Background: an optimization exercise with open tools, aiming at small area. Do not read the settings as production practice.
Function was checked by simulation only, so behaviour that the tests miss may differ from the original.

==> flow/design.v (excerpt) <==
module mlp_top (
    input  logic                  clk,
    input  logic                  rst,
    input  logic                  wb_cyc,
    input  logic                  wb_stb,
    input  logic                  wb_we,
    input  logic [2-1:0] wb_adr,
    input  mlp_pkg::word_t        wb_dat_i,
    output mlp_pkg::word_t        wb_dat_o,
    output logic                  wb_ack,
    output logic                  result_valid,
    output mlp_pkg::word_t        sig_value,
    output logic                  class_out
);
Size: about 120 flip-flops, roughly 58 I/O pins.
Settings: LEC_CHECK=0, CAP_MARGIN=20, CORE_MARGIN=2, CORE_UTILIZATION=70, CTS_BUF_LIST=sky130_fd_sc_hd__clkbuf_4 sky130_fd_sc_hd__clkbuf_8, CTS_CLUSTER_DIAMETER=100, CTS_CLUSTER_SIZE=30, PLACE_DENSITY=0.75, SLEW_MARGIN=20, SYNTH_HIERARCHICAL=1; clock period 7.0 ns.
standard.sh (not shown) runs the stock make flow with config.mk's settings and CLKGATE_MAP_FILE= SYNTH_SCRIPT=/design/flow/synth_recipe.tcl, a recipe that flattens the netlist after the stock synthesis.
==> flow/flow/run.sh <==
#!/bin/bash
# The standard layout (the standard.sh, ORFS from synthesis to finish) with two changes:
#  - the port buffers that global placement adds are the smallest buffer, buf_1;
#  - clock tree synthesis adds no dummy loads and uses its own buffer list and clustering.
# Make's full output goes to flow_make.log here; each ORFS step keeps its own log under
# orfs/logs/.
set -euo pipefail
WORK="$(cd "$(dirname "$0")/.." && pwd)"
cd "$WORK"
bash standard.sh \
    "BUFFER_PORTS_ARGS=-buffer_cell sky130_fd_sc_hd__buf_1" \
    "CTS_ARGS=-sink_clustering_enable -repair_clock_nets -sink_clustering_size 40 -sink_clustering_max_diameter 200 -sink_clustering_levels 2 -buf_list {sky130_fd_sc_hd__clkbuf_4 sky130_fd_sc_hd__clkbuf_8} -dont_use_dummy_load" \
    finish > "$WORK/flow_make.log" 2>&1
==> next run, changes <==
==> flow/flow/run.sh (replaced) <==
#!/bin/bash
# The standard layout (the standard.sh, ORFS from synthesis to finish) with two changes:
#  - the port buffers that global placement adds are the smallest buffer, buf_1;
#  - clock tree synthesis adds no dummy loads and uses clkbuf_4/clkbuf_8.
# Make's full output goes to flow_make.log here; each ORFS step keeps its own log under
# orfs/logs/.
set -euo pipefail
WORK="$(cd "$(dirname "$0")/.." && pwd)"
cd "$WORK"
bash standard.sh \
    "BUFFER_PORTS_ARGS=-buffer_cell sky130_fd_sc_hd__buf_1" \
    "CTS_ARGS=-sink_clustering_enable -repair_clock_nets -sink_clustering_size 30 -sink_clustering_max_diameter 100 -buf_list {sky130_fd_sc_hd__clkbuf_4 sky130_fd_sc_hd__clkbuf_8} -dont_use_dummy_load" \
    finish > "$WORK/flow_make.log" 2>&1
Settings changed: CORE_UTILIZATION 70 to 85, PLACE_DENSITY 0.75 to 0.9.
Global-route usage rises by 10 points; worst setup slack got worse by 140 ps; fmax decreases by a few percent; area after synthesis stays the same; cell count decreases by a few percent; via count went up by roughly a tenth; critical path depth went up by 1; die area went down by about a fifth; clock skew is lower by 10 ps.
==> next run, changes <==
==> flow/run.sh (new file) <==
#!/bin/bash
# synth_recipe.tcl (not shown) runs the flow's synth.tcl, then flattens the netlist and writes it again
# the make line also repeats each setting of config.mk as NAME=value (left out here)
make -C /OpenROAD-flow-scripts/flow DESIGN_CONFIG=/design/flow/config.mk WORK_HOME=/design/flow/orfs CLKGATE_MAP_FILE= SYNTH_SCRIPT=/design/flow/synth_recipe.tcl finish
Settings changed: CORE_UTILIZATION 85 to 70, PLACE_DENSITY 0.9 to 0.75.
removed: flow/flow/run.sh
removed: flow/standard.sh
=> Wire length decreases by 18%. Worst setup slack gets better by 150 ps. Final area increases by 4.3%. Count of clock-buffer cells in the layout increases by 2. Cell count increases by 3.8%. Flip-flop and latch count does not change. Hold slack gets worse by 25 ps. Via count decreases by 9.5%. First-iteration DRC count decreases by 60%.
==> next run, changes <==
==> flow/flow/run.sh (new file) <==
#!/bin/bash
# The standard layout (the standard.sh, ORFS from synthesis to finish) with two changes:
#  - the port buffers that global placement adds are the smallest buffer, buf_1;
#  - clock tree synthesis adds no dummy loads and uses its own buffer list and clustering.
# Make's full output goes to flow_make.log here; each ORFS step keeps its own log under
# orfs/logs/.
set -euo pipefail
WORK="$(cd "$(dirname "$0")/.." && pwd)"
cd "$WORK"
bash standard.sh \
    "BUFFER_PORTS_ARGS=-buffer_cell sky130_fd_sc_hd__buf_1" \
    "CTS_ARGS=-sink_clustering_enable -repair_clock_nets -sink_clustering_size 30 -sink_clustering_max_diameter 100 -buf_list {sky130_fd_sc_hd__clkbuf_16} -dont_use_dummy_load" \
    finish > "$WORK/flow_make.log" 2>&1
==> flow/standard.sh (new file) <==
#!/bin/bash
# synth_recipe.tcl (not shown) runs the flow's synth.tcl, then flattens the netlist and writes it again
# the make line also repeats each setting of config.mk as NAME=value (left out here)
make -C /OpenROAD-flow-scripts/flow DESIGN_CONFIG=/design/flow/config.mk WORK_HOME=/design/flow/orfs CLKGATE_MAP_FILE= SYNTH_SCRIPT=/design/flow/synth_recipe.tcl "${@:-finish}"
removed: flow/run.sh
Effect: The changed run finished with timing, DRC and antenna clean; first-iteration DRC count went up by about 9%; hold slack is worse by 9.6 ps; die area stays the same; final area is lower by about 2.6%; via count went down by 0.49%.

-- static timing again, ports no longer ideal --
Ports are ideal in the flow. The routed layouts listed here were re-timed in OpenROAD. Step 1 (the two cells are an assumption about what drives the block):
set clk [get_ports {clk}]
set_driving_cell -lib_cell sky130_fd_sc_hd__clkbuf_16 $clk
set_driving_cell -lib_cell sky130_fd_sc_hd__buf_2 [delete_from_list [all_inputs] $clk]
Step 2 times the ports against the registers' clock, not the clock port: input delays grow and output delays shrink by t, the midpoint of the rising clock arrivals with the driver on. a / b / c = ideal / step 1 / step 2; a / b = the first two.
run	shift t [ns]	slack for setup (ns)	latest minus earliest clock arrival (ns)	worst data-port slew with drivers (ns)
the first run	0.480	0.268 / 0.268 / 0.268	0.036 / 0.037	0.03
the second run	0.487	0.130 / 0.130 / 0.130	0.026 / 0.026	0.04
the third run	0.500	0.284 / 0.284 / 0.284	0.019 / 0.018	0.04
the fourth run	0.460	0.213 / 0.213 / 0.213	0.027 / 0.028	0.04
After both steps setup and hold are still met in every run listed.
